This design comes from an exercise in tuning for a short achievable clock period and few clock cycles on the open sky130 flow, not from production work. Only simulation tests tie the RTL to the original design; equivalence was not proved. Power and IR drop assume default switching activity.

--- design/flow/design.v ---
`timescale 1ns/1ps
module cache_lines (
	input  logic         clk,
	input  logic         rst_n,
	input  logic [29:0]  addr,
	input  logic         wr_word,
	input  logic [31:0]  wdata,
	input  logic         fill,
	input  logic [127:0] fill_data,
	output logic         hit,
	output logic         dirty,
	output logic [31:0]  rdata,
	output logic [27:0]  victim_block,
	output logic [127:0] victim_data
);
	localparam int INDEX_W = 3;
	localparam int TAG_W = 25;
	localparam int LINES = 1 << INDEX_W;
	logic [127:0]       data_mem [0:LINES-1];
	logic [TAG_W-1:0]   tag_mem  [0:LINES-1];
	logic [LINES-1:0]   valid_q;
	logic [LINES-1:0]   dirty_q;
	logic [INDEX_W-1:0] idx;
	logic [TAG_W-1:0]   tag;
	logic [1:0]         word;
	logic [LINES-1:0]   line_hit;
	assign idx = addr[4:2];
	assign tag = addr[29:5];
	assign word = addr[1:0];
	always_comb begin
		for (int i = 0; i < LINES; i++)
			line_hit[i] = valid_q[i] && (tag_mem[i] == tag);
	end
	assign hit = line_hit[idx];
	assign dirty = valid_q[idx] && dirty_q[idx];
	assign rdata = data_mem[idx][word*32 +: 32];
	assign victim_block = {tag_mem[idx], idx};
	assign victim_data = data_mem[idx];
	always_ff @(posedge clk or negedge rst_n) begin
		if (!rst_n) begin
			valid_q <= '0;
			dirty_q <= '0;
		end else if (fill) begin
			valid_q[idx] <= 1'b1;
			dirty_q[idx] <= 1'b0;
		end else if (wr_word) begin
			dirty_q[idx] <= 1'b1;
		end
	end
	always_ff @(posedge clk) begin
		if (fill) begin
			data_mem[idx] <= fill_data;
			tag_mem[idx] <= tag;
		end else if (wr_word) begin
			data_mem[idx][word*32 +: 32] <= wdata;
		end
	end
endmodule
`timescale 1ns/1ps
module cache_ctrl (
	input  logic         clk,
	input  logic         rst_n,
	input  logic         cpu_read,
	input  logic         cpu_write,
	input  logic [29:0]  cpu_addr,
	input  logic [31:0]  cpu_wdata,
	output logic [31:0]  cpu_rdata,
	output logic         cpu_stall,
	output logic         nxt_req,
	output logic         nxt_sure,
	output logic         nxt_maybe,
	output logic         nxt_write,
	output logic         nxt_fill,
	output logic [27:0]  nxt_block,
	output logic [127:0] nxt_wdata,
	input  logic         mem_ack,
	input  logic [127:0] mem_rdata
);
	localparam logic [1:0] IDLE = 2'd0;
	localparam logic [1:0] DONE = 2'd1;
	localparam logic [1:0] WB   = 2'd2;
	localparam logic [1:0] FILL = 2'd3;
	logic [1:0]   state;
	logic [1:0]   state_next;
	logic         live;
	logic         hit;
	logic         dirty;
	logic         wr_word;
	logic         wr_q;
	logic         fill;
	logic [31:0]  rdata;
	logic [31:0]  rdata_q;
	logic         stall_q;
	logic [27:0]  victim_block;
	logic [127:0] victim_data;
	assign live = cpu_read || cpu_write;
	assign wr_word = (state == DONE) && wr_q;
	assign fill = (state == FILL) && mem_ack;
	cache_lines u_lines (
		.clk          (clk),
		.rst_n        (rst_n),
		.addr         (cpu_addr),
		.wr_word      (wr_word),
		.wdata        (cpu_wdata),
		.fill         (fill),
		.fill_data    (mem_rdata),
		.hit          (hit),
		.dirty        (dirty),
		.rdata        (rdata),
		.victim_block (victim_block),
		.victim_data  (victim_data)
	);
	always_comb begin
		state_next = state;
		case (state)
			IDLE: begin
				if (live)
					state_next = hit ? DONE : (dirty ? WB : FILL);
			end
			DONE: state_next = IDLE;
			WB: begin
				if (mem_ack)
					state_next = FILL;
			end
			FILL: begin
				if (mem_ack)
					state_next = DONE;
			end
			default: state_next = IDLE;
		endcase
	end
	always_ff @(posedge clk or negedge rst_n) begin
		if (!rst_n) begin
			state <= IDLE;
			stall_q <= 1'b1;
		end else begin
			state <= state_next;
			stall_q <= (state_next != DONE);
		end
	end
	always_ff @(posedge clk) begin
		wr_q <= cpu_write;
		if (fill)
			rdata_q <= mem_rdata[cpu_addr[1:0]*32 +: 32];
		else
			rdata_q <= rdata;
	end
	assign nxt_req = (state_next == WB) || (state_next == FILL);
	assign nxt_sure = (state == WB) || ((state == FILL) && !mem_ack);
	assign nxt_maybe = (state == IDLE) && live;
	assign nxt_fill = (state == WB) ? mem_ack : (state == FILL);
	assign nxt_write = (state == WB) ? !mem_ack : ((state == IDLE) && dirty);
	assign nxt_block = nxt_write ? victim_block : cpu_addr[29:2];
	assign nxt_wdata = victim_data;
	assign cpu_rdata = rdata_q;
	assign cpu_stall = stall_q;
endmodule
`timescale 1ns/1ps
module mem_arbiter (
	input  logic         clk,
	input  logic         rst_n,
	input  logic         p0_req,
	input  logic         p0_sure,
	input  logic         p0_maybe,
	input  logic         p0_write,
	input  logic         p0_fill,
	input  logic [27:0]  p0_block,
	input  logic [127:0] p0_wdata,
	input  logic         p1_req,
	input  logic         p1_sure,
	input  logic         p1_maybe,
	input  logic         p1_write,
	input  logic         p1_fill,
	input  logic [27:0]  p1_block,
	input  logic [127:0] p1_wdata,
	input  logic         p0_done,
	input  logic         p1_done,
	output logic         p0_ack,
	output logic         p1_ack,
	output logic         mem_req,
	output logic         mem_write,
	output logic [27:0]  mem_block,
	output logic [127:0] mem_wdata,
	input  logic         mem_ack
);
	logic         busy;
	logic         owner;
	logic         cand;
	logic         due;
	logic         busy_next;
	logic         owner_next;
	logic         pick;
	logic         sel;
	logic         write_q;
	logic [27:0]  block_q;
	logic [127:0] wdata_q;
	logic signed [7:0] diff;
	always_ff @(posedge clk or negedge rst_n) begin
		if (!rst_n)
			diff <= '0;
		else if (p0_done && !p1_done && diff != 8'sd127)
			diff <= diff + 8'sd1;
		else if (p1_done && !p0_done && diff != -8'sd127)
			diff <= diff - 8'sd1;
	end
	always_comb begin
		if (p0_sure && p1_sure) begin
			if (p0_fill != p1_fill)
				pick = p1_fill;
			else
				pick = (diff > 8'sd0);
		end else if (p0_sure || p1_sure) begin
			pick = p1_sure;
		end else if (p0_maybe && p1_maybe) begin
			pick = (diff > 8'sd0);
		end else begin
			pick = p1_maybe;
		end
	end
	always_comb begin
		busy_next = busy;
		owner_next = owner;
		if (busy) begin
			if (mem_ack)
				busy_next = 1'b0;
		end else if (mem_req) begin
			busy_next = 1'b1;
			owner_next = cand;
		end
	end
	assign sel = busy_next ? owner_next : pick;
	always_ff @(posedge clk or negedge rst_n) begin
		if (!rst_n) begin
			busy <= 1'b0;
			owner <= 1'b0;
			cand <= 1'b0;
			due <= 1'b0;
		end else begin
			busy <= busy_next;
			owner <= owner_next;
			cand <= sel;
			due <= busy_next || (sel ? p1_req : p0_req);
		end
	end
	always_ff @(posedge clk) begin
		write_q <= sel ? p1_write : p0_write;
		block_q <= sel ? p1_block : p0_block;
		wdata_q <= sel ? p1_wdata : p0_wdata;
	end
	assign mem_req = due && !mem_ack;
	assign mem_write = write_q;
	assign mem_block = block_q;
	assign mem_wdata = wdata_q;
	assign p0_ack = busy && !owner && mem_ack;
	assign p1_ack = busy && owner && mem_ack;
endmodule
`timescale 1ns/1ps
module cache_subsystem (
	input  logic         clk,
	input  logic         rst_n,
	input  logic         port0_read,
	input  logic         port0_write,
	input  logic [29:0]  port0_addr,
	input  logic [31:0]  port0_wdata,
	output logic [31:0]  port0_rdata,
	output logic         port0_stall,
	input  logic         port1_read,
	input  logic         port1_write,
	input  logic [29:0]  port1_addr,
	input  logic [31:0]  port1_wdata,
	output logic [31:0]  port1_rdata,
	output logic         port1_stall,
	output logic         mem_req,
	output logic         mem_write,
	output logic [27:0]  mem_block,
	output logic [127:0] mem_wdata,
	input  logic         mem_ack,
	input  logic [127:0] mem_rdata
);
	logic         c0_req, c1_req;
	logic         c0_write, c1_write;
	logic         c0_fill, c1_fill;
	logic         c0_sure, c1_sure;
	logic         c0_maybe, c1_maybe;
	logic [27:0]  c0_block, c1_block;
	logic [127:0] c0_wdata, c1_wdata;
	logic         c0_ack, c1_ack;
	cache_ctrl u_cache0 (
		.clk       (clk),
		.rst_n     (rst_n),
		.cpu_read  (port0_read),
		.cpu_write (port0_write),
		.cpu_addr  (port0_addr),
		.cpu_wdata (port0_wdata),
		.cpu_rdata (port0_rdata),
		.cpu_stall (port0_stall),
		.nxt_req   (c0_req),
		.nxt_sure  (c0_sure),
		.nxt_maybe (c0_maybe),
		.nxt_write (c0_write),
		.nxt_fill  (c0_fill),
		.nxt_block (c0_block),
		.nxt_wdata (c0_wdata),
		.mem_ack   (c0_ack),
		.mem_rdata (mem_rdata)
	);
	cache_ctrl u_cache1 (
		.clk       (clk),
		.rst_n     (rst_n),
		.cpu_read  (port1_read),
		.cpu_write (port1_write),
		.cpu_addr  (port1_addr),
		.cpu_wdata (port1_wdata),
		.cpu_rdata (port1_rdata),
		.cpu_stall (port1_stall),
		.nxt_req   (c1_req),
		.nxt_sure  (c1_sure),
		.nxt_maybe (c1_maybe),
		.nxt_write (c1_write),
		.nxt_fill  (c1_fill),
		.nxt_block (c1_block),
		.nxt_wdata (c1_wdata),
		.mem_ack   (c1_ack),
		.mem_rdata (mem_rdata)
	);
	mem_arbiter u_arbiter (
		.clk         (clk),
		.rst_n       (rst_n),
		.p0_req      (c0_req),
		.p0_sure     (c0_sure),
		.p0_maybe    (c0_maybe),
		.p0_write    (c0_write),
		.p0_fill     (c0_fill),
		.p0_block    (c0_block),
		.p0_wdata    (c0_wdata),
		.p1_req      (c1_req),
		.p1_sure     (c1_sure),
		.p1_maybe    (c1_maybe),
		.p1_write    (c1_write),
		.p1_fill     (c1_fill),
		.p1_block    (c1_block),
		.p1_wdata    (c1_wdata),
		.p0_done     (!port0_stall && (port0_read || port0_write)),
		.p1_done     (!port1_stall && (port1_read || port1_write)),
		.p0_ack      (c0_ack),
		.p1_ack      (c1_ack),
		.mem_req     (mem_req),
		.mem_write   (mem_write),
		.mem_block   (mem_block),
		.mem_wdata   (mem_wdata),
		.mem_ack     (mem_ack)
	);
endmodule
--- design/flow/config.mk ---
export PLATFORM = sky130hd
export DESIGN_NAME = cache_subsystem
export DESIGN_NICKNAME = cache_subsystem
export VERILOG_FILES = /design/flow/design.v
export SDC_FILE = /design/flow/constraint.sdc
export NUM_CORES = 4
export LEC_CHECK = 0
export ABC_CLOCK_PERIOD_IN_PS = 2000
export CAP_MARGIN = 20
export CORE_MARGIN = 2
export CORE_UTILIZATION = 30
export SETUP_SLACK_MARGIN = 3.4
export SLEW_MARGIN = 20
export TNS_END_PERCENT = 10
--- design/flow/run.sh ---
#!/bin/bash
# synth_recipe.tcl (not shown) runs the flow's synth.tcl, then flattens the netlist and writes it again
# the make line also repeats each setting of config.mk as NAME=value (left out here)
make -C /OpenROAD-flow-scripts/flow DESIGN_CONFIG=/design/flow/config.mk WORK_HOME=/design/flow/orfs CLKGATE_MAP_FILE= SYNTH_SCRIPT=/design/flow/synth_recipe.tcl finish
--- design/flow/constraint.sdc ---
create_clock -name core_clock -period 6.0 [get_ports {clk}]
set_input_delay 1.2000 -clock core_clock [delete_from_list [all_inputs] [get_ports {clk}]]
set_output_delay 1.2000 -clock core_clock [all_outputs]
set_load 0.01 [all_outputs]
==> reports/metrics.cfg, run 1 <==
[synthesis]
ys_types = 78
synth_cells = 6884
seq_area_frac_synth_pct = 71.03
synthTopCellsByCount = 2,448 x edfxtp_1, 481 x mux2_2, 368 x a21oi_1
synth_seq_cells = 2721
syn-num-nets = 7157
synth_top_flop_cell = edfxtp_1
synth_top_area_share_pct = 65.91
ys_warn_count = 3
synthArstFlopShare_pct = 1.838
synth_most_common_cell = edfxtp_1
syn_avg_cell_area_um2 = 16.20
syn_area_um2 = 111500
synth_top_cell_by_area = edfxtp_1
synth-edff-count = 2448
synthTopCellsByArea = edfxtp_1 66%, mux2_2 4.9%, dfxtp_1 4.0%

[final_layout]
instances_no_fill = 13090
drive_gt1_share_pct = 28.27
fillers = 34060
design_area_um2 = 141100
area_growth_pct = 26.46
fin_util_pct = 38.18
final_nets = 8113

[placement]
placed_cells = 12140
dp_hpwl_um = 318900
place_area_um2 = 124100
place_congestion = 0.9363
io_buffers = 482
preCtsSetupSlack_ns = 1.059

[worst_setup_path]
critPathKind = register to register
required_ns = 6.79
reg2reg_depth = 8
critPathLaunchType = register
critPathArrivalTime_ns = 3.75
r2r-start = u_cache1.state[1]$_DFF_PN0_
critPathMaxFanout = 21
crit_chain = inv_1 -> a21o_1 -> a311oi_2 -> o21ai_4 -> buf_4 -> buf_8 -> a21oi_1 -> a21oi_1
crit_start = u_cache1.state[1]$_DFF_PN0_
cp-end-kind = register
cpMaxStageDelayCell = a21oi_1
path_common_cell = a21oi_1
cp_slowest_stage_delay_ns = 0.77

[floorplanning]
die_width_um = 613.8
die_h_um = 613.8
initial_utilization_pct = 30.19
io_pins = 483
die_area_um2 = 376700
floorplan.rows = 223
core_area_um2 = 369400

[pwr]
vdd_drop_max_mv = 0.2511
intPower_mw = 36.30
sw_frac_of_total_pct = 28.87
power_frac_seq_pct = 44.6
clock_power_share_pct = 36.1
power_density_nw_per_um2 = 361.9
p_sw_mw = 14.74
pwr-share-comb_pct = 19.4
total_power_mw = 51.04
leakagePower_nw = 47.03

[clock_tree]
numCtsBuffers = 290
cts_hold_buf = 0
cts_buffer_depth = 4
clk_latency_ns = 1.01
path_clk_slew_ns = 0.06
root_buffer = clkbuf_16
htreeDepth = 5
cts_num_sinks = 2721
cts_tree = done

[global_routing]
grt_pass1_vias = 71860
grt_antenna_before_repair = 103
overflow = 0
grt_first_pass_wirelength_um = 664200
grt_max_degree = 60
grt_util_all_layers_pct = 26.09

[timing]
grt_setup_unrepaired = true
setup_viol = 0
fin_tns_setup_ns = 0
fin_skew_ns = 0.09602
fin_ws_ns = 3.037
finalCriticalPeriod_ns = 2.963
whs_ns = 0.4366
worst_slew_pin_slew_ns = 1.284
hold_violations = 0
period_share_pct = 49.38
relSlewSlack_pct = 13.50
fmax_mhz = 337.5
final-max-slew-violation-count = 0

[detailed_routing]
wl_um = 506500
drc = 0
vias = 77620
antenna_left = 0
drt-vias-per-instance = 5.931
wire_per_inst_um = 38.70
drt_pass1_iterations = 6
drtIter0Drc = 13670

[outcome]
status = finished clean

[min_path]
hp-class = input pin to asynchronous set/reset pin

[job]
max_cap_violations = 0

[sequential cells by signal, summed over array words and instances, names as in the netlist, named ones only]
name	count
u_cache1.u_lines.data_mem	1024
u_cache1.state	2
u_cache0.state	2
u_cache0.u_lines.valid_q	8
u_arbiter.due	1
u_arbiter.busy	1
u_cache1.u_lines.valid_q	8
u_arbiter.wdata_q	128
u_arbiter.cand	1
u_cache0.u_lines.data_mem	1024
u_arbiter.owner	1
u_cache0.wr_q	1
u_arbiter.write_q	1
u_arbiter.block_q	28
u_cache1.rdata_q	32
u_cache0.rdata_q	32
u_cache0.stall_q	1
u_cache1.u_lines.tag_mem	200
u_cache1.wr_q	1
u_arbiter.diff	8
u_cache0.u_lines.tag_mem	200
u_cache1.stall_q	1
[cell families after synthesis]
logic type      count (synthesis)  synth area share [%]
flops                        2721                 71.03
xor+xnor                      411                 3.227
compound gates               1433                 9.147
simple gates                  843                 3.546
fa+ha+maj                      14                0.1638
mux                           959                 10.77
buf+inv                       503                 2.116
[area by class of cell]
cell class                 instances  area [µm²]  share of cell area, %
sequential                      2721       79380                  56.28
multi-input combinational       3670       32750                  23.22
timing repair buffer            1130       12870                  9.127
clock buffer                     382        7905                  5.604
tap                             4950        6193                  4.391
clock inverter                   142        1630                  1.156
antenna                           65       162.7                 0.1153
inverter                          26       151.4                 0.1073
timing repair inverter             1       8.758               0.006209
[layer usage]
metal	global-route usage, %	up-vias	routed length, µm
li1	-	29610	-
met1	32.01	39780	173800
met2	39.21	6817	222700
met3	7.557	1377	66010
met4	18.88	42	43710
met5	0	-	273
[power groups by stage]
stage	Clock (mW)	Combinational (mW)	Sequential (mW)
floorplan	0	3.59	22.8
global placement	0	8.18	23.0
detailed placement	0	8.23	23.0
CTS	18.4	9.60	22.7
global route	19.2	10.0	22.8
finish	18.4	9.89	22.7
[worst max-delay path: cells and delay by family, from the launching register on]
family,cells,cell delay (ns)
compound gates,5,1.62
flops,1,0.57
buf+inv,3,0.56
[cell usage in the layout, fill, tap and decap left out, drive strengths merged, types with 67 or more instances in the layout]
cell type / instances
a22oi: 330
buf: 677
nand4: 67
xor2: 248
nor4: 78
clkbuf: 386
clkinv: 92
mux4: 141
edfxtp: 2448
nor2: 369
mux2: 493
a21oi: 369
nand2: 159
dlygate4sd2: 196
dfxtp: 223
a22o: 79
o21ai: 138
a221oi: 309
mux2i: 325
xnor2: 163
clkdlybuf4s50: 193
[final timing paths]
| check | slack [ns] | end |
|---|---|---|
| hold reg to reg | 0.51 | register |
| hold / removal | 0.44 | u_cache0.u_lines.valid_q[2]$_DFFE_PN0P_ |
| max in group asynchronous | 4.96 | u_cache0.state[1]$_DFF_PN0_ |
| setup reg to reg | 3.04 | u_arbiter.wdata_q[94]$_DFF_P_ |
| min in group core_clock | 0.49 | u_cache0.wr_q$_DFF_P_ |
| setup / recovery | 3.04 | u_arbiter.wdata_q[94]$_DFF_P_ |
[what timing repair did]
action | CTS | global route
resized for setup | 1114 | 145
endpoints found under the setup margin | 4524 | 3338
cloned | 67 | 1
setup buffers | 260 | 32
pin swaps | 89 | 16
Testbench counts, summed over its fixed seeds: cycles 23,890.
==> run 2, diff against run 1 <==
--- a/design/flow/design.v
+++ b/design/flow/design.v
@@ -6,6 +6,7 @@
 	input  logic         wr_word,
 	input  logic [31:0]  wdata,
 	input  logic         fill,
+	input  logic         fill_wr,
 	input  logic [127:0] fill_data,
 	output logic         hit,
 	output logic         dirty,
@@ -24,6 +25,7 @@
 	logic [TAG_W-1:0]   tag;
 	logic [1:0]         word;
 	logic [LINES-1:0]   line_hit;
+	logic [127:0]       fill_line;
 	assign idx = addr[4:2];
 	assign tag = addr[29:5];
 	assign word = addr[1:0];
@@ -36,20 +38,25 @@
 	assign rdata = data_mem[idx][word*32 +: 32];
 	assign victim_block = {tag_mem[idx], idx};
 	assign victim_data = data_mem[idx];
+	always_comb begin
+		fill_line = fill_data;
+		if (fill_wr)
+			fill_line[word*32 +: 32] = wdata;
+	end
 	always_ff @(posedge clk or negedge rst_n) begin
 		if (!rst_n) begin
 			valid_q <= '0;
 			dirty_q <= '0;
 		end else if (fill) begin
 			valid_q[idx] <= 1'b1;
-			dirty_q[idx] <= 1'b0;
+			dirty_q[idx] <= fill_wr;
 		end else if (wr_word) begin
 			dirty_q[idx] <= 1'b1;
 		end
 	end
 	always_ff @(posedge clk) begin
 		if (fill) begin
-			data_mem[idx] <= fill_data;
+			data_mem[idx] <= fill_line;
 			tag_mem[idx] <= tag;
 		end else if (wr_word) begin
 			data_mem[idx][word*32 +: 32] <= wdata;
@@ -88,14 +95,16 @@
 	logic         wr_word;
 	logic         wr_q;
 	logic         fill;
+	logic         filled_q;
+	logic [127:0] fill_buf;
 	logic [31:0]  rdata;
 	logic [31:0]  rdata_q;
-	logic         stall_q;
+	logic         done_q;
 	logic [27:0]  victim_block;
 	logic [127:0] victim_data;
 	assign live = cpu_read || cpu_write;
 	assign wr_word = (state == DONE) && wr_q;
-	assign fill = (state == FILL) && mem_ack;
+	assign fill = (state == DONE) && filled_q;
 	cache_lines u_lines (
 		.clk          (clk),
 		.rst_n        (rst_n),
@@ -103,7 +112,8 @@
 		.wr_word      (wr_word),
 		.wdata        (cpu_wdata),
 		.fill         (fill),
-		.fill_data    (mem_rdata),
+		.fill_wr      (wr_q),
+		.fill_data    (fill_buf),
 		.hit          (hit),
 		.dirty        (dirty),
 		.rdata        (rdata),
@@ -132,18 +142,22 @@
 	always_ff @(posedge clk or negedge rst_n) begin
 		if (!rst_n) begin
 			state <= IDLE;
-			stall_q <= 1'b1;
+			done_q <= 1'b0;
+			filled_q <= 1'b0;
 		end else begin
 			state <= state_next;
-			stall_q <= (state_next != DONE);
+			done_q <= (state_next == DONE);
+			filled_q <= (state == FILL);
 		end
 	end
 	always_ff @(posedge clk) begin
 		wr_q <= cpu_write;
-		if (fill)
+		if (state == FILL) begin
+			fill_buf <= mem_rdata;
 			rdata_q <= mem_rdata[cpu_addr[1:0]*32 +: 32];
-		else
+		end else begin
 			rdata_q <= rdata;
+		end
 	end
 	assign nxt_req = (state_next == WB) || (state_next == FILL);
 	assign nxt_sure = (state == WB) || ((state == FILL) && !mem_ack);
@@ -153,7 +167,7 @@
 	assign nxt_block = nxt_write ? victim_block : cpu_addr[29:2];
 	assign nxt_wdata = victim_data;
 	assign cpu_rdata = rdata_q;
-	assign cpu_stall = stall_q;
+	assign cpu_stall = !done_q;
 endmodule
 `timescale 1ns/1ps
 module mem_arbiter (
@@ -187,6 +201,7 @@
 	logic         owner;
 	logic         cand;
 	logic         due;
+	logic         ahead;
 	logic         busy_next;
 	logic         owner_next;
 	logic         pick;
@@ -195,24 +210,30 @@
 	logic [27:0]  block_q;
 	logic [127:0] wdata_q;
 	logic signed [7:0] diff;
+	logic signed [7:0] diff_next;
+	always_comb begin
+		diff_next = diff;
+		if (p0_done && !p1_done && diff != 8'sd127)
+			diff_next = diff + 8'sd1;
+		else if (p1_done && !p0_done && diff != -8'sd127)
+			diff_next = diff - 8'sd1;
+	end
 	always_ff @(posedge clk or negedge rst_n) begin
 		if (!rst_n)
 			diff <= '0;
-		else if (p0_done && !p1_done && diff != 8'sd127)
-			diff <= diff + 8'sd1;
-		else if (p1_done && !p0_done && diff != -8'sd127)
-			diff <= diff - 8'sd1;
+		else
+			diff <= diff_next;
 	end
 	always_comb begin
 		if (p0_sure && p1_sure) begin
 			if (p0_fill != p1_fill)
 				pick = p1_fill;
 			else
-				pick = (diff > 8'sd0);
+				pick = ahead;
 		end else if (p0_sure || p1_sure) begin
 			pick = p1_sure;
 		end else if (p0_maybe && p1_maybe) begin
-			pick = (diff > 8'sd0);
+			pick = ahead;
 		end else begin
 			pick = p1_maybe;
 		end
@@ -235,11 +256,13 @@
 			owner <= 1'b0;
 			cand <= 1'b0;
 			due <= 1'b0;
+			ahead <= 1'b0;
 		end else begin
 			busy <= busy_next;
 			owner <= owner_next;
 			cand <= sel;
 			due <= busy_next || (sel ? p1_req : p0_req);
+			ahead <= (diff_next > 8'sd0);
 		end
 	end
 	always_ff @(posedge clk) begin
==> design/flow/flow/run.sh (new file) <==
#!/bin/bash
# Own flow: the standard layout (standard.sh, whole), with the port
# buffers made of plain buffers (sky130_fd_sc_hd__buf_4) that the resizer
# may size, instead of the delay cells buffer_ports picks by default, and
# the pins of mem_ack and mem_req kept side by side (flow/io.tcl).
# make's full output goes to make_finish.log in the work folder; ORFS keeps
# each step's log under orfs/logs/.
set -euo pipefail
IO="$PWD/flow/io.tcl"
export BUFFER_PORTS_ARGS="-buffer_cell sky130_fd_sc_hd__buf_4"
export MATCH_CELL_FOOTPRINT=0
export IO_CONSTRAINTS="$IO"
bash standard.sh MATCH_CELL_FOOTPRINT=0 \
	"BUFFER_PORTS_ARGS=-buffer_cell sky130_fd_sc_hd__buf_4" \
	"IO_CONSTRAINTS=$IO" finish \
	> make_finish.log 2>&1
==> design/flow/flow/io.tcl (new file) <==
# Keep mem_ack and mem_req side by side on the die's edge: the request is
# one gate from the acknowledge.
set_io_pin_constraint -group -order -pin_names {mem_ack mem_req}
==> design/flow/standard.sh (new file) <==
#!/bin/bash
# synth_recipe.tcl (not shown) runs the flow's synth.tcl, then flattens the netlist and writes it again
# the make line also repeats each setting of config.mk as NAME=value (left out here)
make -C /OpenROAD-flow-scripts/flow DESIGN_CONFIG=/design/flow/config.mk WORK_HOME=/design/flow/orfs CLKGATE_MAP_FILE= SYNTH_SCRIPT=/design/flow/synth_recipe.tcl "${@:-finish}"
--- a/design/flow/config.mk
+++ b/design/flow/config.mk
@@ -11,4 +11,4 @@
 export CORE_UTILIZATION = 30
 export SETUP_SLACK_MARGIN = 3.4
 export SLEW_MARGIN = 20
-export TNS_END_PERCENT = 10
+export TNS_END_PERCENT = 100
removed: design/flow/run.sh
==> reports/metrics.cfg, run 2 <==
[final_layout]
top_regs = u_cache0.u_lines.data_mem: 1024 flops, u_cache1.u_lines.data_mem: 1024 flops
area_growth_pct = 31.60
drive_gt1_share_pct = 35.74
design_area_um2 = 153500
instances_no_fill = 14050
final_cell_mix = 2,704 x edfxtp_1, 963 x buf_4, 662 x a22oi_1
final_nets = 8811
final_common_cell = edfxtp_1
fillers = 34810

[synthesis]
ys_types = 77
synth_top_flop_cell = edfxtp_1
synth_cells = 7272
seq_area_frac_synth_pct = 74.56
ys_warn_count = 3
synthArstFlopShare_pct = 1.779
syn_avg_cell_area_um2 = 16.04
synth_top_cell_by_area = edfxtp_1
syn_area_um2 = 116700
synthTopCellsByCount = 2,704 x edfxtp_1, 793 x a22oi_1, 390 x nor2_1
synth-edff-count = 2704
synth_seq_cells = 2980
synthTopCellsByArea = edfxtp_1 70%, a22oi_1 5.1%, dfxtp_1 3.8%
syn-num-nets = 7551
synth_top_area_share_pct = 69.60
synth_most_common_cell = edfxtp_1

[pwr]
power_frac_seq_pct = 45.0
power_density_nw_per_um2 = 394.3
intPower_mw = 41.50
sw_frac_of_total_pct = 31.45
p_sw_mw = 19.04
vdd_drop_max_mv = 0.3082
leakagePower_nw = 50.64
pwr-share-comb_pct = 24.5
clock_power_share_pct = 30.5

[clock_tree]
clk_latency_ns = 0.89
numCtsBuffers = 284
root_buffer = clkbuf_16
cts_tree = done
htreeDepth = 5
cts_buffer_depth = 4
path_clk_slew_ns = 0.07
cts_hold_buf = 0
cts_num_sinks = 2980

[worst_setup_path]
critPathMaxFanout = 7
crit_family = buffers and inverters
critPathArrivalTime_ns = 3.66
worst-path-buf-inv = 6
critPathKind = input pin to register
r2r_slack_ns = 3.17
cp-end-kind = register
cp_slowest_stage_delay_ns = 0.58
required_ns = 6.66
cpMaxStageDelayCell = mux4_2
crit_chain = buf_16 -> buf_4 -> clkinvlp_4 -> buf_12 -> nor2_4 -> buf_12 -> buf_16 -> a22oi_2 -> nand4_1 -> mux4_2 -> nor2_4 -> a21oi_4
critPathLaunchType = input pin

[timing]
relSlewSlack_pct = 27.56
fin_skew_ns = 0.06480
fmax_mhz = 334.1
hold_violations = 0
fin_ws_ns = 3.007
worst_slew_pin_slew_ns = 1.087
grt_setup_unrepaired = true
fin_tns_setup_ns = 0
period_share_pct = 49.88
setup_viol = 0
final-max-slew-violation-count = 0
finalCriticalPeriod_ns = 2.993

[placement]
io_buffers = 482
preCtsSetupSlack_ns = 0.7550
placed_cells = 12700
place_area_um2 = 130700
dp_hpwl_um = 348400
place_congestion = 0.9857

[detailed_routing]
drc = 0
wl_um = 555600
drt-vias-per-instance = 6.049
wire_per_inst_um = 39.56
drt_pass1_iterations = 8
vias = 84960
antenna_left = 0
drtIter0Drc = 16410

[min_path]
hp-class = input pin to asynchronous set/reset pin

[floorplanning]
die_h_um = 627.6
initial_utilization_pct = 30.05
floorplan.rows = 229
io_pins = 483
core_area_um2 = 388200
die_area_um2 = 393900
die_width_um = 627.6

[global_routing]
grt_antenna_before_repair = 110
grt_util_all_layers_pct = 26.45
overflow = 0
grt_max_degree = 109
grt_pass1_vias = 76810
grt_first_pass_wirelength_um = 705700

[job]
max_cap_violations = 0

[outcome]
status = finished clean

==> run 2: cell count changes after synthesis, sizes merged, moves of 38 or more <==
cell    delta
o21ai     +64
a22o     +231
a22oi    +463
a221oi   -147
mux2i    -211
a221o     -44
mux2     -402
edfxtp   +256
mux4      -57
and3      +38
a21oi    -139
nand2     +63
nor3      +38
nand4    +154
==> run 2: power groups by stage <==
stage               logic (mW)  clock network [mW]  registers [mW]
finish                    14.8                18.4            27.3
detailed placement        11.0                   0            27.3
CTS                       13.1                18.4            27.1
floorplan                 5.52                   0            26.8
global placement          10.9                   0            27.3
global route              14.9                19.1            27.2
==> run 2: worst register-to-register path, cell delays in order, from the launching register on <==
cell and delay (ns):
dfrtp_1 0.39, mux2_4 0.28, a221o_1 0.32, a222oi_1 0.41
nor4b_2 0.11, buf_4 0.16, a21o_4 0.23, buf_12 0.16
o211ai_1 0.45, o21ai_1 0.17
==> run 2: cell families (layout without fill, tap and decap cells) <==
family | after synthesis | in the layout | synth area share, %
adders and majority gates | 21 | 21 | 0.2231
DFF | 2980 | 2980 | 74.56
and+or+nand+nor | 1139 | 1170 | 4.773
other | 0 | 97 | 0
xor gates and xnor gates | 410 | 410 | 3.078
muxes | 289 | 289 | 3.481
AOI/OAI and AO/OA | 1899 | 1904 | 11.87
buffers and inverters | 534 | 1977 | 2.019
==> run 2: worst paths after layout <==
path                                                              start                                      end  cells after the start
worst max-delay path                                      port0_addr[4]              u_cache0.rdata_q[1]$_DFF_P_                     12
max in group asynchronous                                         rst_n              u_cache1.state[0]$_DFF_PN0_                      1
min in group core_clock         u_cache0.u_lines.dirty_q[0]$_DFFE_PN0P_  u_cache0.u_lines.dirty_q[0]$_DFFE_PN0P_                      1
worst min-delay path                                              rst_n  u_cache1.u_lines.dirty_q[3]$_DFFE_PN0P_                      1
worst max register to register  u_cache0.u_lines.dirty_q[2]$_DFFE_PN0P_            u_arbiter.block_q[25]$_DFF_P_                      9
worst min register to register  u_cache0.u_lines.dirty_q[0]$_DFFE_PN0P_  u_cache0.u_lines.dirty_q[0]$_DFFE_PN0P_                      1
==> run 2: cell type report <==
class / instances / area [µm²] / share of cell area [%]
inverter: 24 / 225.2 / 0.1467
tap: 5197 / 6502 / 4.235
antenna: 97 / 242.7 / 0.1581
multi-input combinational: 3794 / 34470 / 22.45
clock inverter: 137 / 1440 / 0.9379
timing repair buffer: 1445 / 15560 / 10.14
clock buffer: 368 / 7797 / 5.078
sequential: 2980 / 87270 / 56.84
timing repair inverter: 3 / 33.78 / 0.02200
==> run 2: metal layers <==
layer	GRT usage (%)	up-vias	part of all wire [%]
li1	-	32070	-
met1	31.28	42870	32
met2	39.81	8085	43
met3	6.744	1911	13
met4	23.63	32	12
met5	0	-	0.035
==> run 2: metrics by stage <==
| stage | util (%) | hold slack (ns) | total power [mW] |
|---|---|---|---|
| after floorplan | - | 0.4440 | 32.31 |
| after global placement | 33.67 | 0.4631 | 38.20 |
| after detailed placement | 33.67 | 0.4774 | 38.32 |
| after CTS | 38.31 | 0.4494 | 58.64 |
| after global routing | 39.52 | 0.5001 | 61.26 |
| final | 39.55 | 0.4661 | 60.54 |
==> run 2: what timing repair did <==
item,4_1_cts,5_1_grt
pin swaps,222,246
gates resized for setup,935,475
cloned,87,45
setup endpoints to repair,4929,1349
buffers inserted,401,206
Testbench counts of run 2, summed over its fixed seeds: cycles 23,890.
==> run 3, diff against run 2 <==
--- a/design/flow/config.mk
+++ b/design/flow/config.mk
@@ -8,7 +8,7 @@
 export ABC_CLOCK_PERIOD_IN_PS = 2000
 export CAP_MARGIN = 20
 export CORE_MARGIN = 2
-export CORE_UTILIZATION = 30
+export CORE_UTILIZATION = 45
 export SETUP_SLACK_MARGIN = 3.4
 export SLEW_MARGIN = 20
 export TNS_END_PERCENT = 100
==> reports/metrics.cfg, run 3 <==
[final_layout]
final_common_cell = edfxtp_1
seq_area_um2 = 87460
fin_util_pct = 58.01
drive_gt1_share_pct = 33.94
final_nets = 8617
multi_input_area_um2 = 33620
fillers = 19500
area_growth_pct = 27.97
final_cell_mix = 2,704 x edfxtp_1, 720 x a22oi_1, 695 x buf_4
top_regs = u_cache0.u_lines.data_mem: 1024 flops, u_cache1.u_lines.data_mem: 1024 flops

[pwr]
power_frac_seq_pct = 44.8
pwr-share-comb_pct = 23.5
total_power_mw = 60.93
p_sw_mw = 18.71
clock_power_share_pct = 31.7
sw_frac_of_total_pct = 30.70
intPower_mw = 42.23
leakagePower_nw = 49.58
power_density_nw_per_um2 = 408.1
vdd_drop_max_mv = 0.3265

[timing]
final-max-slew-violation-count = 0
grt_setup_unrepaired = true
finalCriticalPeriod_ns = 2.906
relSlewSlack_pct = 23.90
setup_viol = 0
fin_skew_ns = 0.06379
fin_ws_ns = 3.094
fin_tns_setup_ns = 0
fmax_mhz = 344.1
period_share_pct = 48.44
hold_violations = 0
worst_slew_pin_slew_ns = 1.141

[synthesis]
synthArstFlopShare_pct = 1.779
synthTopCellsByCount = 2,704 x edfxtp_1, 793 x a22oi_1, 390 x nor2_1
synth_top_area_share_pct = 69.60
syn_area_um2 = 116700
synth_top_flop_cell = edfxtp_1
synth-edff-count = 2704
synth_cells = 7272
synth_top_cell_by_area = edfxtp_1
ys_warn_count = 3
synth_most_common_cell = edfxtp_1
syn_avg_cell_area_um2 = 16.04
ys_types = 77
synth_seq_cells = 2980
synthTopCellsByArea = edfxtp_1 70%, a22oi_1 5.1%, dfxtp_1 3.8%
seq_area_frac_synth_pct = 74.56
syn-num-nets = 7551

[placement]
dp_hpwl_um = 333700
io_buffers = 482
place_congestion = 1.039
preCtsSetupSlack_ns = 0.8718

[worst_setup_path]
crit_chain = buf_16 -> mux2_4 -> a221o_1 -> a222oi_1 -> nor4b_2 -> buf_4 -> a21o_4 -> o211ai_1 -> o21ai_1
required_ns = 6.80
critPathKind = input pin to register
critPathMaxFanout = 7
reg2reg_depth = 8
critPathLaunchType = input pin
cp-end-kind = register
cpMaxStageDelayCell = o211ai_1
cp_slowest_stage_delay_ns = 0.67
critPathArrivalTime_ns = 3.70

[floorplanning]
die_h_um = 513.2
io_pins = 483
core_area_um2 = 257400
initial_utilization_pct = 45.33
die_area_um2 = 263400
floorplan.rows = 186
die_width_um = 513.2

[global_routing]
grt_util_all_layers_pct = 38.59
grt_antenna_before_repair = 93
grt_first_pass_wirelength_um = 684800
overflow = 0
grt_pass1_vias = 75820
grt_max_degree = 115

[detailed_routing]
wl_um = 528800
drt_pass1_iterations = 10
antenna_left = 0
drt-vias-per-instance = 6.951
drc = 0
vias = 83810
wire_per_inst_um = 43.86
drtIter0Drc = 16580

[job]
max_cap_violations = 0

[clock_tree]
cts_hold_buf = 0
root_buffer = clkbuf_16
cts_buffer_depth = 4
numCtsBuffers = 313
cts_num_sinks = 2980
htreeDepth = 5
path_clk_slew_ns = 0.06
cts_tree = done
clk_latency_ns = 0.99

[outcome]
status = finished clean

[min_path]
hp-class = input pin to asynchronous set/reset pin

## run 3: cell counts after synthesis
Identical to the previous run, type by type.
## run 3: cells by family (layout without fill, tap and decap cells)
logic type,after synthesis,after routing,share of synthesized area (%)
buffers and inverters,534,1813,2.019
other,0,96,0
flip-flops,2980,2980,74.56
adder cells (fa/ha/maj),21,21,0.2231
multiplexers,289,289,3.481
AND/OR/NAND/NOR,1139,1162,4.773
XOR/XNOR,410,410,3.078
AO/OA/AOI/OAI,1899,1901,11.87
## run 3: final cells by class
cell class | count | area share (%)
clock inverter | 116 | 0.7785
timing repair buffer | 1235 | 9.109
tap | 3384 | 2.836
timing repair inverter | 1 | 0.007542
clock buffer | 437 | 5.863
antenna | 96 | 0.1609
multi-input combinational | 3783 | 22.52
inverter | 24 | 0.1475
sequential | 2980 | 58.58
## run 3: power by group through the flow
stage,sequential [mW],combinational [mW],clock (mW)
2_1_floorplan,26.8,5.52,0
3_3_place_gp,27.2,11.1,0
3_5_place_dp,27.2,11.2,0
4_1_cts,27.2,13.1,19.2
5_1_grt,27.3,14.4,20.0
6_report,27.3,14.3,19.3
## run 3: routing by layer
metal,global-route usage [%],part of all wire (%),vias to the layer above
li1,-,-,31690
met1,49.73,34,42560
met2,54.96,43,7992
met3,13.22,15,1527
met4,26.33,8.2,32
met5,0,0.041,-
## run 3: repair_timing
action / 4_1_cts / 5_1_grt
gates resized for setup: 1112 / 324
setup endpoints to repair: 4978 / 2154
endpoints found under the hold margin: 0 / 0
pin swaps: 180 / 145
buffers inserted: 310 / 137
gates cloned: 56 / 18
## run 3: worst paths after layout
path                                                               from                                       to  slack (ns)
worst max-delay path                                      port0_addr[4]             u_arbiter.block_q[3]$_DFF_P_        3.09
worst min-delay path                                              rst_n              u_cache1.filled_q$_DFF_PN0_        0.38
worst max register to register  u_cache0.u_lines.dirty_q[2]$_DFFE_PN0P_             u_arbiter.block_q[3]$_DFF_P_        3.10
worst min register to register  u_cache0.u_lines.dirty_q[0]$_DFFE_PN0P_  u_cache0.u_lines.dirty_q[0]$_DFFE_PN0P_        0.51
max in group asynchronous                                         rst_n              u_cache0.state[1]$_DFF_PN0_        4.93
min in group core_clock                                     port1_write                    u_cache1.wr_q$_DFF_P_        0.42
## run 3: critical path: cells and delay by family
family	cells	cell delay (ns)
and+or+nand+nor	1	0.11
buffers and inverters	2	0.28
AOI/OAI and AO/OA	5	1.79
muxes	1	0.31
## run 3: through the flow
step	instance area (µm²)	std cells	hold WS (ns)
finish	149300	12060	0.3781
global route	149200	12000	0.4051
CTS	146100	11810	0.3372
detailed placement	128300	10890	0.4799
global placement	128300	10890	0.4806
floorplan	121500	7272	0.4440
==> run 4, diff against run 3 <==
--- a/design/flow/design.v
+++ b/design/flow/design.v
@@ -6,6 +6,7 @@
 	input  logic         wr_word,
 	input  logic [31:0]  wdata,
 	input  logic         fill,
+	input  logic         filling,
 	input  logic         fill_wr,
 	input  logic [127:0] fill_data,
 	output logic         hit,
@@ -55,12 +56,14 @@
 		end
 	end
 	always_ff @(posedge clk) begin
-		if (fill) begin
-			data_mem[idx] <= fill_line;
-			tag_mem[idx] <= tag;
-		end else if (wr_word) begin
-			data_mem[idx][word*32 +: 32] <= wdata;
+		if (fill || wr_word) begin
+			if (filling)
+				data_mem[idx] <= fill_line;
+			else
+				data_mem[idx][word*32 +: 32] <= wdata;
 		end
+		if (fill)
+			tag_mem[idx] <= tag;
 	end
 endmodule
 `timescale 1ns/1ps
@@ -78,9 +81,12 @@
 	output logic         nxt_maybe,
 	output logic         nxt_write,
 	output logic         nxt_fill,
+	output logic         nxt_wfill,
 	output logic [27:0]  nxt_block,
 	output logic [127:0] nxt_wdata,
 	input  logic         mem_ack,
+	input  logic         own_wfill,
+	input  logic         link_ack,
 	input  logic [127:0] mem_rdata
 );
 	localparam logic [1:0] IDLE = 2'd0;
@@ -95,8 +101,6 @@
 	logic         wr_word;
 	logic         wr_q;
 	logic         fill;
-	logic         filled_q;
-	logic [127:0] fill_buf;
 	logic [31:0]  rdata;
 	logic [31:0]  rdata_q;
 	logic         done_q;
@@ -104,7 +108,7 @@
 	logic [127:0] victim_data;
 	assign live = cpu_read || cpu_write;
 	assign wr_word = (state == DONE) && wr_q;
-	assign fill = (state == DONE) && filled_q;
+	assign fill = (state == FILL) && mem_ack;
 	cache_lines u_lines (
 		.clk          (clk),
 		.rst_n        (rst_n),
@@ -112,8 +116,9 @@
 		.wr_word      (wr_word),
 		.wdata        (cpu_wdata),
 		.fill         (fill),
+		.filling      (state == FILL),
 		.fill_wr      (wr_q),
-		.fill_data    (fill_buf),
+		.fill_data    (mem_rdata),
 		.hit          (hit),
 		.dirty        (dirty),
 		.rdata        (rdata),
@@ -134,7 +139,7 @@
 			end
 			FILL: begin
 				if (mem_ack)
-					state_next = DONE;
+					state_next = wr_q ? IDLE : DONE;
 			end
 			default: state_next = IDLE;
 		endcase
@@ -143,17 +148,14 @@
 		if (!rst_n) begin
 			state <= IDLE;
 			done_q <= 1'b0;
-			filled_q <= 1'b0;
 		end else begin
 			state <= state_next;
 			done_q <= (state_next == DONE);
-			filled_q <= (state == FILL);
 		end
 	end
 	always_ff @(posedge clk) begin
 		wr_q <= cpu_write;
 		if (state == FILL) begin
-			fill_buf <= mem_rdata;
 			rdata_q <= mem_rdata[cpu_addr[1:0]*32 +: 32];
 		end else begin
 			rdata_q <= rdata;
@@ -164,10 +166,11 @@
 	assign nxt_maybe = (state == IDLE) && live;
 	assign nxt_fill = (state == WB) ? mem_ack : (state == FILL);
 	assign nxt_write = (state == WB) ? !mem_ack : ((state == IDLE) && dirty);
+	assign nxt_wfill = (state_next == FILL) && cpu_write;
 	assign nxt_block = nxt_write ? victim_block : cpu_addr[29:2];
 	assign nxt_wdata = victim_data;
 	assign cpu_rdata = rdata_q;
-	assign cpu_stall = !done_q;
+	assign cpu_stall = !(done_q || (own_wfill && link_ack));
 endmodule
 `timescale 1ns/1ps
 module mem_arbiter (
@@ -178,6 +181,7 @@
 	input  logic         p0_maybe,
 	input  logic         p0_write,
 	input  logic         p0_fill,
+	input  logic         p0_wfill,
 	input  logic [27:0]  p0_block,
 	input  logic [127:0] p0_wdata,
 	input  logic         p1_req,
@@ -185,12 +189,15 @@
 	input  logic         p1_maybe,
 	input  logic         p1_write,
 	input  logic         p1_fill,
+	input  logic         p1_wfill,
 	input  logic [27:0]  p1_block,
 	input  logic [127:0] p1_wdata,
 	input  logic         p0_done,
 	input  logic         p1_done,
 	output logic         p0_ack,
 	output logic         p1_ack,
+	output logic         p0_own_wfill,
+	output logic         p1_own_wfill,
 	output logic         mem_req,
 	output logic         mem_write,
 	output logic [27:0]  mem_block,
@@ -209,6 +216,7 @@
 	logic         write_q;
 	logic [27:0]  block_q;
 	logic [127:0] wdata_q;
+	logic [1:0]   own_wfill_q;
 	logic signed [7:0] diff;
 	logic signed [7:0] diff_next;
 	always_comb begin
@@ -256,12 +264,15 @@
 			owner <= 1'b0;
 			cand <= 1'b0;
 			due <= 1'b0;
+			own_wfill_q <= 2'b00;
 			ahead <= 1'b0;
 		end else begin
 			busy <= busy_next;
 			owner <= owner_next;
 			cand <= sel;
 			due <= busy_next || (sel ? p1_req : p0_req);
+			own_wfill_q[0] <= busy_next && !owner_next && p0_wfill;
+			own_wfill_q[1] <= busy_next && owner_next && p1_wfill;
 			ahead <= (diff_next > 8'sd0);
 		end
 	end
@@ -276,6 +287,8 @@
 	assign mem_wdata = wdata_q;
 	assign p0_ack = busy && !owner && mem_ack;
 	assign p1_ack = busy && owner && mem_ack;
+	assign p0_own_wfill = own_wfill_q[0];
+	assign p1_own_wfill = own_wfill_q[1];
 endmodule
 `timescale 1ns/1ps
 module cache_subsystem (
@@ -304,6 +317,8 @@
 	logic         c0_write, c1_write;
 	logic         c0_fill, c1_fill;
 	logic         c0_sure, c1_sure;
+	logic         c0_wfill, c1_wfill;
+	logic         c0_own_wfill, c1_own_wfill;
 	logic         c0_maybe, c1_maybe;
 	logic [27:0]  c0_block, c1_block;
 	logic [127:0] c0_wdata, c1_wdata;
@@ -322,9 +337,12 @@
 		.nxt_maybe (c0_maybe),
 		.nxt_write (c0_write),
 		.nxt_fill  (c0_fill),
+		.nxt_wfill (c0_wfill),
 		.nxt_block (c0_block),
 		.nxt_wdata (c0_wdata),
 		.mem_ack   (c0_ack),
+		.own_wfill (c0_own_wfill),
+		.link_ack  (mem_ack),
 		.mem_rdata (mem_rdata)
 	);
 	cache_ctrl u_cache1 (
@@ -341,9 +359,12 @@
 		.nxt_maybe (c1_maybe),
 		.nxt_write (c1_write),
 		.nxt_fill  (c1_fill),
+		.nxt_wfill (c1_wfill),
 		.nxt_block (c1_block),
 		.nxt_wdata (c1_wdata),
 		.mem_ack   (c1_ack),
+		.own_wfill (c1_own_wfill),
+		.link_ack  (mem_ack),
 		.mem_rdata (mem_rdata)
 	);
 	mem_arbiter u_arbiter (
@@ -354,6 +375,7 @@
 		.p0_maybe    (c0_maybe),
 		.p0_write    (c0_write),
 		.p0_fill     (c0_fill),
+		.p0_wfill    (c0_wfill),
 		.p0_block    (c0_block),
 		.p0_wdata    (c0_wdata),
 		.p1_req      (c1_req),
@@ -361,12 +383,15 @@
 		.p1_maybe    (c1_maybe),
 		.p1_write    (c1_write),
 		.p1_fill     (c1_fill),
+		.p1_wfill    (c1_wfill),
 		.p1_block    (c1_block),
 		.p1_wdata    (c1_wdata),
 		.p0_done     (!port0_stall && (port0_read || port0_write)),
 		.p1_done     (!port1_stall && (port1_read || port1_write)),
 		.p0_ack      (c0_ack),
+		.p0_own_wfill (c0_own_wfill),
 		.p1_ack      (c1_ack),
+		.p1_own_wfill (c1_own_wfill),
 		.mem_req     (mem_req),
 		.mem_write   (mem_write),
 		.mem_block   (mem_block),
==> reports/metrics.cfg, run 4 <==
[outcome]
status = finished clean

[synthesis]
ys_warn_count = 3
syn_avg_cell_area_um2 = 14.67
synthTopCellsByCount = 2,448 x edfxtp_1, 908 x a22oi_1, 582 x nor2_1
synth_top_area_share_pct = 65.59
synth_compound_area_share_pct = 13.09
synthMuxAreaShare_pct = 3.779
synth-simple-area-share_pct = 6.372
synth-edff-count = 2448
synth_cells = 7638
synthArstFlopShare_pct = 1.946
ys_types = 77
synth_top_cell_by_area = edfxtp_1
synthTopCellsByArea = edfxtp_1 66%, a22oi_1 6.1%, dfxtp_1 4.0%
syn_area_um2 = 112100
synth_top_flop_cell = edfxtp_1
seq_area_frac_synth_pct = 70.76
syn-num-nets = 7921
synth_xor_area_share_pct = 3.189
synth_seq_cells = 2724
synth_most_common_cell = edfxtp_1
synth_top_family_by_area = compound AO/OA/AOI/OAI gates
yosys.area_share.adder_pct = 0.2679

[clock_tree]
root_buffer = clkbuf_16
cts_buffer_depth = 4
cts_num_sinks = 2724
path_clk_slew_ns = 0.07
clk_latency_ns = 1.02
numCtsBuffers = 301
htreeDepth = 5
cts_tree = done

[floorplanning]
floorplan.rows = 183
io_pins = 483
core_area_um2 = 248200
die_area_um2 = 253100
die_width_um = 503.0
initial_utilization_pct = 45.15
die_h_um = 503.0

[timing]
period_share_pct = 48.74
final-max-slew-violation-count = 0
grt_setup_unrepaired = true
relSlewSlack_pct = 21.57
fin_skew_ns = 0.06748
fin_tns_setup_ns = 0
fmax_mhz = 341.9
finalCriticalPeriod_ns = 2.925
hold_violations = 0
setup_viol = 0
worst_slew_pin_slew_ns = 1.172

[pwr]
total_power_mw = 54.89
power_density_nw_per_um2 = 381.2
intPower_mw = 37.56
pwr-share-comb_pct = 23.3
leakagePower_nw = 47.29
p_sw_mw = 17.33
power_frac_seq_pct = 43.4
vdd_drop_max_mv = 0.3706
clock_power_share_pct = 33.3
sw_frac_of_total_pct = 31.57

[placement]
place_congestion = 0.9970
dp_hpwl_um = 328100
io_buffers = 482

[detailed_routing]
antenna_left = 0
drc = 0
wl_um = 536800
wire_per_inst_um = 44.23
drt_pass1_iterations = 8
drtIter0Drc = 16170
drt-vias-per-instance = 7.068
vias = 85770

[global_routing]
grt_antenna_before_repair = 41
grt_first_pass_wirelength_um = 690500
grt_max_degree = 74
grt_util_all_layers_pct = 40.47
overflow = 0
grt_pass1_vias = 77880

[worst_setup_path]
crit_family = flip-flops
critPathArrivalTime_ns = 1.72
r2r-start = u_cache0.state[0]$_DFF_PN0_
reg2reg_depth = 8
critPathMaxFanout = 2
worst-path-buf-inv = 1
cp-end-kind = output pin
cp_slowest_stage_delay_ns = 0.39
required_ns = 4.80
r2r_slack_ns = 3.25
crit_cells = 2
cpMaxStageDelayCell = dfrtp_1
critPathKind = register to output pin
critPathLaunchType = register
crit_chain = a21oi_4 -> buf_6
rr_endpoint = u_arbiter.wdata_q[13]$_DFF_P_

[final_layout]
area_growth_pct = 28.47
multi_input_area_um2 = 36670
final_cell_mix = 2,448 x edfxtp_1, 720 x a22oi_1, 641 x buf_4
drive_gt1_share_pct = 32.65
top_regs = u_cache0.u_lines.data_mem: 1024 flops, u_cache1.u_lines.data_mem: 1024 flops
final_common_cell = edfxtp_1
fillers = 19160
final_nets = 8843
seq_area_um2 = 79800

[min_path]
hp-class = input pin to asynchronous set/reset pin

[job]
max_cap_violations = 0

run 4: per-stage QoR:
stage / utilization, % / instance area (µm²) / instances / hold slack [ns] / setup WS (ns)
after floorplan: - / 117900 / 7638 / 0.4348 / 2.873
after global placement: 50.14 / 124400 / 11130 / 0.4653 / 1.217
after detailed placement: 50.17 / 124500 / 11140 / 0.4660 / 1.196
after CTS: 56.58 / 140400 / 11940 / 0.3685 / 3.106
after global routing: 57.99 / 143900 / 12120 / 0.3896 / 3.055
final: 58.01 / 144000 / 12140 / 0.3279 / 3.075
run 4: cell families after synthesis:
kind of cell               after synthesis
buffers and inverters                  622
muxes                                  289
and+or+nand+nor                       1494
adders and majority gates               24
DFF                                   2724
AOI/OAI and AO/OA                     2077
xor gates and xnor gates               408
run 4: how the worst max path moves through the flow:
stage	startpoint	end	slack (ns)
2_1_floorplan	port0_addr[2]	u_cache0.u_lines.data_mem[3][0]$_DFFE_PP_	2.87
3_3_place_gp	port0_addr[4]	u_arbiter.wdata_q[70]$_DFF_P_	1.22
3_5_place_dp	port0_addr[4]	u_arbiter.wdata_q[70]$_DFF_P_	1.20
4_1_cts	u_arbiter.own_wfill_q[1]$_DFF_PN0_	port1_stall	3.11
5_1_grt	u_arbiter.own_wfill_q[1]$_DFF_PN0_	port1_stall	3.06
6_report	u_arbiter.own_wfill_q[1]$_DFF_PN0_	port1_stall	3.08
run 4: power by group through the flow:
| stage | Clock [mW] | Combinational, mW | Sequential [mW] |
|---|---|---|---|
| finish | 18.3 | 12.8 | 23.8 |
| global route | 18.9 | 12.8 | 23.8 |
| CTS | 18.2 | 11.5 | 23.7 |
| detailed placement | 0 | 10.1 | 23.7 |
| global placement | 0 | 10.1 | 23.7 |
| floorplan | 0 | 4.84 | 23.2 |
run 4: what timing repair did:
item,CTS,global route
hold buffers,0,0
buffers inserted,227,135
endpoints found under the setup margin,4922,2475
pin swaps,136,113
resized for setup,966,331
gates cloned,53,35
run 4: layer usage:
layer	global-route usage [%]	wire (µm)	up-vias	part of all wire, %
met3	11.67	77080	2004	14
met1	51.07	179200	42950	33
li1	-	-	32540	-
met2	57.38	222500	8266	41
met5	0	134	-	0.025
met4	34.45	57920	20	11
run 4: area by class of cell:
| type | instances | share of cell area [%] |
|---|---|---|
| clock inverters | 99 | 0.6848 |
| well taps | 3330 | 2.894 |
| flip-flops and latches | 2724 | 55.42 |
| repair buffers | 1186 | 9.429 |
| diodes | 25 | 0.04345 |
| clock buffers | 425 | 5.918 |
| multi-input cells | 4320 | 25.47 |
| inverters | 27 | 0.1382 |
run 4: worst register-to-register path: stages, from the launching register on:
cell and delay, ns:
dfrtp_4 0.60, o41ai_4 0.46, o21ai_2 0.12, o22ai_4 0.16, buf_12 0.22, clkinv_16 0.17, buf_12 0.26, nor2_1 0.52
nor2_1 0.12
Testbench counts of run 4, summed over its fixed seeds: cycles 23,653.
==> run 5, diff against run 4 <==
--- a/design/flow/config.mk
+++ b/design/flow/config.mk
@@ -8,7 +8,7 @@
 export ABC_CLOCK_PERIOD_IN_PS = 2000
 export CAP_MARGIN = 20
 export CORE_MARGIN = 2
-export CORE_UTILIZATION = 45
+export CORE_UTILIZATION = 55
 export SETUP_SLACK_MARGIN = 3.4
 export SLEW_MARGIN = 20
 export TNS_END_PERCENT = 100
==> reports/metrics.cfg, run 5 <==
[outcome]
status = finished clean

[worst_setup_path]
required_ns = 6.79
critPathMaxFanout = 7
critPathLaunchType = register
r2r_slack_ns = 3.03
critPathKind = register to register
path_common_cell = o211ai_1
cp-end-kind = register
rr_endpoint = u_arbiter.block_q[4]$_DFF_P_
reg2reg_depth = 10
cp_slowest_stage_delay_ns = 0.61
cpMaxStageDelayCell = o211ai_1
crit_chain = mux4_2 -> o211ai_1 -> o21a_2 -> o31ai_4 -> buf_4 -> buf_6 -> clkbuf_16 -> buf_8 -> o211ai_1 -> o21ai_1
r2r-start = u_cache0.u_lines.valid_q[3]$_DFFE_PN0P_
critPathArrivalTime_ns = 3.76

[pwr]
p_sw_mw = 17.85
power_frac_seq_pct = 42.2
power_density_nw_per_um2 = 384.3
pwr-share-comb_pct = 25.5
total_power_mw = 55.68
clock_power_share_pct = 32.3
sw_frac_of_total_pct = 32.07
intPower_mw = 37.82
leakagePower_nw = 47.85
vdd_drop_max_mv = 0.3808

[floorplanning]
die_h_um = 455.4
core_area_um2 = 202300
die_width_um = 455.4
floorplan.rows = 165
die_area_um2 = 207400
io_pins = 483
initial_utilization_pct = 55.39

[synthesis]
synthTopCellsByCount = 2,448 x edfxtp_1, 908 x a22oi_1, 582 x nor2_1
synth_cells = 7638
synth-edff-count = 2448
syn_area_um2 = 112100
synth_seq_cells = 2724
ys_types = 77
synthTopCellsByArea = edfxtp_1 66%, a22oi_1 6.1%, dfxtp_1 4.0%
syn-num-nets = 7921
ys_warn_count = 3
seq_area_frac_synth_pct = 70.76
synthArstFlopShare_pct = 1.946
synth_top_cell_by_area = edfxtp_1
synth_top_flop_cell = edfxtp_1
syn_avg_cell_area_um2 = 14.67
synth_top_area_share_pct = 65.59
synth_most_common_cell = edfxtp_1

[timing]
fin_ws_ns = 3.028
fmax_mhz = 336.5
worst_slew_pin_slew_ns = 1.071
final-max-slew-violation-count = 0
finalCriticalPeriod_ns = 2.972
setup_viol = 0
fin_tns_setup_ns = 0
relSlewSlack_pct = 28.58
period_share_pct = 49.54
hold_violations = 0
fin_skew_ns = 0.05081
whs_ns = 0.3508
grt_setup_unrepaired = true

[global_routing]
grt_max_degree = 86
grt_pass1_vias = 78670
grt_antenna_before_repair = 45
grt_first_pass_wirelength_um = 691900
grt_util_all_layers_pct = 49.38
overflow = 0

[placement]
placed_cells = 10500
place_congestion = 1.042
dp_hpwl_um = 324200
place_area_um2 = 123700
io_buffers = 482
preCtsSetupSlack_ns = 0.9619

[detailed_routing]
wl_um = 537600
drc = 0
drtIter0Drc = 16190
drt_pass1_iterations = 8
wire_per_inst_um = 46.37
antenna_left = 0
vias = 86890
drt-vias-per-instance = 7.494

[clock_tree]
cts_hold_buf = 0
cts_num_sinks = 2724
cts_buffer_depth = 4
numCtsBuffers = 301
cts_tree = done
clk_latency_ns = 1.00
htreeDepth = 5
path_clk_slew_ns = 0.06
root_buffer = clkbuf_16

[min_path]
hp-class = input pin to asynchronous set/reset pin

[final_layout]
area_growth_pct = 29.26
final_common_cell = edfxtp_1
final_cell_mix = 2,448 x edfxtp_1, 709 x buf_4, 704 x a22oi_1
fin_util_pct = 71.60
final_nets = 8945
drive_gt1_share_pct = 34.41
instances_no_fill = 11590
top_regs = u_cache0.u_lines.data_mem: 1024 flops, u_cache1.u_lines.data_mem: 1024 flops
design_area_um2 = 144900
fillers = 13270

[job]
max_cap_violations = 0

-- run 5: cell count changes in the layout (fill, tap and decap cells not counted), sizes merged --
cell / delta
a41o: +3
and2: -1
buf: +100
bufinv: -4
clkbuf: -18
clkinv: +23
clkinvlp: +2
diode: +14
inv: -3
nand2: +1
nor2: -2
nor3: +1
-- run 5: repair_timing --
item                       4_1_cts  5_1_grt
setup buffers                  224      206
cloned                          61       41
setup endpoints to repair     4891     3290
gates resized for setup        943      546
pin swaps                      137      189
-- run 5: routing by layer --
metal  track usage (%)  share of wire (%)  vias to the layer above
li1                  -                  -                    32770
met3             15.83                 15                     2258
met4             46.05                 12                       20
met5                 0              0.023                        -
met2             69.57                 41                     8723
met1             60.30                 32                    43120
-- run 5: cell type report --
type	instances	area, µm²	share of cell area [%]
repair inverters	1	11.26	0.007773
flip-flops and latches	2724	79710	55.02
clock inverters	116	952.2	0.6573
well taps	2672	3343	2.308
clock buffers	408	8378	5.783
multi-input cells	4322	37750	26.06
inverters	27	193.9	0.1339
repair buffers	1285	14440	9.966
diodes	39	97.59	0.06737
-- run 5: cells by family after synthesis --
logic type	synth area share, %
AOI/OAI and AO/OA	13.09
xor gates and xnor gates	3.189
adders and majority gates	0.2679
buffers and inverters	2.545
DFF	70.76
muxes	3.779
and+or+nand+nor	6.372
-- run 5: worst max-delay path: cells and delay by family (launching register included) --
kind,cells,cell delay [ns]
flip-flops,1,0.46
buffers and inverters,4,0.56
AO/OA/AOI/OAI,5,1.26
multiplexers,1,0.49
-- run 5: power groups by stage --
stage                     sequential [mW]  combinational [mW]  clock [mW]
final                                23.5                14.2        18.0
after global routing                 23.5                14.2        18.6
after CTS                            23.4                11.8        17.9
after detailed placement             23.5                10.2           0
after global placement               23.5                10.1           0
after floorplan                      23.2                4.84           0
-- run 5: worst max path at each step --
stage / cells after the start / from / to
after floorplan: 9 / port0_addr[2] / u_cache0.u_lines.data_mem[3][0]$_DFFE_PP_
after global placement: 8 / port1_addr[2] / u_arbiter.block_q[10]$_DFF_P_
after detailed placement: 11 / port0_addr[3] / u_arbiter.block_q[8]$_DFF_P_
after CTS: 4 / mem_ack / port0_stall
after global routing: 13 / port0_addr[3] / u_arbiter.block_q[4]$_DFF_P_
final: 10 / u_cache0.u_lines.valid_q[3]$_DFFE_PN0P_ / u_arbiter.block_q[4]$_DFF_P_
==> run 6, diff against run 5 <==
--- a/design/flow/flow/run.sh
+++ b/design/flow/flow/run.sh
@@ -2,7 +2,8 @@
 # Own flow: the standard layout (standard.sh, whole), with the port
 # buffers made of plain buffers (sky130_fd_sc_hd__buf_4) that the resizer
 # may size, instead of the delay cells buffer_ports picks by default, and
-# the pins of mem_ack and mem_req kept side by side (flow/io.tcl).
+# the pins of mem_ack, mem_req and the stalls kept side by side
+# (flow/io.tcl).
 # make's full output goes to make_finish.log in the work folder; ORFS keeps
 # each step's log under orfs/logs/.
 set -euo pipefail
==> design/flow/flow/io.tcl (replaced) <==
# Keep mem_ack, mem_req and the two stall outputs side by side on the die's
# edge: the request and a write miss's stall are one gate from mem_ack.
set_io_pin_constraint -group -order -pin_names {port0_stall mem_req mem_ack port1_stall}
--- a/design/flow/config.mk
+++ b/design/flow/config.mk
@@ -8,7 +8,7 @@
 export ABC_CLOCK_PERIOD_IN_PS = 2000
 export CAP_MARGIN = 20
 export CORE_MARGIN = 2
-export CORE_UTILIZATION = 55
+export CORE_UTILIZATION = 50
 export SETUP_SLACK_MARGIN = 3.4
 export SLEW_MARGIN = 20
 export TNS_END_PERCENT = 100
==> reports/metrics.cfg, run 6 <==
[pwr]
leakagePower_nw = 48.14
intPower_mw = 37.94
sw_frac_of_total_pct = 31.47
p_sw_mw = 17.42
power_density_nw_per_um2 = 380.5
power_frac_seq_pct = 42.4
clock_power_share_pct = 32.9
pwr-share-comb_pct = 24.7
vdd_drop_max_mv = 0.4041

[placement]
preCtsSetupSlack_ns = 1.251
place_area_um2 = 124100
dp_hpwl_um = 321900

[global_routing]
grt_first_pass_wirelength_um = 683900
overflow = 0
grt_max_degree = 76
grt_pass1_vias = 77580

[worst_setup_path]
worst-path-buf-inv = 3
cp_slowest_stage_delay_ns = 0.23
critPathKind = input pin to output pin
cpMaxStageDelayCell = a21o_4
r2r_slack_ns = 3.15
crit_chain = buf_6 -> a21o_4 -> inv_2 -> buf_6
critPathArrivalTime_ns = 1.71
crit_family = buffers and inverters
required_ns = 4.80
cp-end-kind = output pin
rr_endpoint = u_arbiter.wdata_q[107]$_DFF_P_
path_common_cell = buf_6
r2r-start = u_arbiter.busy$_DFF_PN0_

[clock_tree]
path_clk_slew_ns = 0.06
clk_latency_ns = 0.99
htreeDepth = 5
cts_buffer_depth = 4
numCtsBuffers = 302

[timing]
period_share_pct = 48.54
relSlewSlack_pct = 31.84
setup_viol = 0
fin_ws_ns = 3.088
final-max-slew-violation-count = 0
fin_tns_setup_ns = 0
hold_violations = 0
finalCriticalPeriod_ns = 2.912
worst_slew_pin_slew_ns = 1.022

[synthesis]
syn_area_um2 = 112100
ys_types = 77
seq_area_frac_synth_pct = 70.76
synthArstFlopShare_pct = 1.946
synth_top_flop_cell = edfxtp_1
syn-num-nets = 7921
synth_seq_cells = 2724
synthTopCellsByCount = 2,448 x edfxtp_1, 908 x a22oi_1, 582 x nor2_1
synth_cells = 7638
synth_most_common_cell = edfxtp_1
synthTopCellsByArea = edfxtp_1 66%, a22oi_1 6.1%, dfxtp_1 4.0%

[outcome]
status = finished clean

[floorplanning]
floorplan.rows = 173
io_pins = 483
core_area_um2 = 222500
die_width_um = 477.4
die_area_um2 = 227900
die_h_um = 477.4

[min_path]
hp-class = input pin to asynchronous set/reset pin

[detailed_routing]
wire_per_inst_um = 45.40
drt_pass1_iterations = 9
antenna_left = 0
wl_um = 541200

[final_layout]
area_growth_pct = 29.83
final_cell_mix = 2,448 x edfxtp_1, 724 x a22oi_1, 702 x buf_4
final_common_cell = edfxtp_1
top_regs = u_cache0.u_lines.data_mem: 1024 flops, u_cache1.u_lines.data_mem: 1024 flops

[job]
max_cap_violations = 0

run 6: cell counts after synthesis:
Identical to the previous run, type by type.
run 6: how the worst max path moves through the flow:
stage | startpoint | endpoint | slack, ns | depth (start not counted)
after floorplan | port0_addr[2] | u_cache0.u_lines.data_mem[3][0]$_DFFE_PP_ | 2.87 | 9
after global placement | port0_addr[3] | u_cache0.rdata_q[17]$_DFF_P_ | 1.26 | 9
after detailed placement | port1_addr[2] | u_arbiter.block_q[20]$_DFF_P_ | 1.25 | 7
after CTS | u_cache1.state[0]$_DFF_PN0_ | u_cache1.u_lines.tag_mem[4][15]$_DFFE_PP_ | 3.05 | 3
after global routing | u_arbiter.own_wfill_q[0]$_DFF_PN0_ | port0_stall | 3.07 | 3
final | mem_ack | port0_stall | 3.09 | 4
run 6: what timing repair did:
action	in CTS	in global routing
pin swaps	129	103
setup buffers	244	206
hold buffers	0	0
setup endpoints to repair	4904	2627
cloned	51	60
gates resized for setup	950	391
run 6: kinds of logic after synthesis:
kind of cell,after synthesis,synth area share [%]
XOR/XNOR,408,3.189
buffers and inverters,622,2.545
AND/OR/NAND/NOR,1494,6.372
flip-flops,2724,70.76
AO/OA/AOI/OAI,2077,13.09
multiplexers,289,3.779
adder cells (fa/ha/maj),24,0.2679
run 6: layout make-up:
type / instances / area, µm²
Antenna cell: 23 / 57.56
Clock buffer: 426 / 8600
Clock inverter: 105 / 910.9
Fill cell: 15960 / 77020
Inverter: 27 / 222.7
Multi-Input combinational cell: 4321 / 36980
Sequential cell: 2724 / 79710
Tap cell: 2975 / 3722
Timing Repair Buffer: 1315 / 15270
Timing Repair inverter: 3 / 25.02
run 6: power by group through the flow:
| stage | Combinational, mW | Sequential (mW) | Clock, mW |
|---|---|---|---|
| floorplan | 4.84 | 23.2 | 0 |
| global placement | 10.0 | 23.4 | 0 |
| detailed placement | 10.1 | 23.4 | 0 |
| CTS | 11.7 | 23.4 | 18.2 |
| global route | 13.7 | 23.5 | 18.9 |
| finish | 13.6 | 23.5 | 18.2 |
run 6: worst reg2reg max path: cells and delay by family, from the launching register on:
kind                   cells  cell delay [ns]
AO/OA/AOI/OAI              4             0.88
flip-flops                 1             0.44
buffers and inverters      6             1.01
AND/OR/NAND/NOR            3             0.46
run 6: through the flow:
| stage | power, mW | instances | hold slack [ns] |
|---|---|---|---|
| after floorplan | 27.99 | 7638 | 0.4348 |
| after global placement | 33.43 | 10800 | 0.4594 |
| after detailed placement | 33.47 | 10800 | 0.4700 |
| after CTS | 53.20 | 11630 | 0.3705 |
| after global routing | 56.08 | 11900 | 0.3837 |
| final | 55.36 | 11920 | 0.3422 |
run 6: routing by layer:
layer	vias to the layer above	track usage (%)	wire length [µm]
met5	-	0	418
met2	8259	64.22	226200
met4	32	38.66	62630
met3	2131	11.76	75570
met1	43240	54.83	176300
li1	32860	-	-

[port drivers added, routing unchanged]
How much do the figures lean on ideal ports? The routed layouts below were timed once more, with nothing changed but the port constraints. Step 1, drivers: a clkbuf_16 drives clk and a buf_2 each remaining input, both assumed. Step 2 also shifts input and output timing later by t, the mid clock arrival at the registers, as if the neighbouring blocks saw the same clock. a / b / c = ideal ports / drivers / drivers and shift; a / b = the first two.
| run | t, ns | setup slack, ns |
|---|---|---|
| run 1 | 1.069 | 3.037 / 2.877 / 1.807 |
| run 2 | 0.973 | 3.007 / 2.921 / 1.949 |
| run 3 | 1.060 | 3.094 / 2.922 / 1.862 |
| run 4 | 1.064 | 3.075 / 2.986 / 2.079 |
| run 5 | 1.054 | 3.028 / 2.889 / 1.835 |
| run 6 | 1.057 | 3.088 / 2.987 / 2.113 |
After both steps every run listed still meets setup and hold.
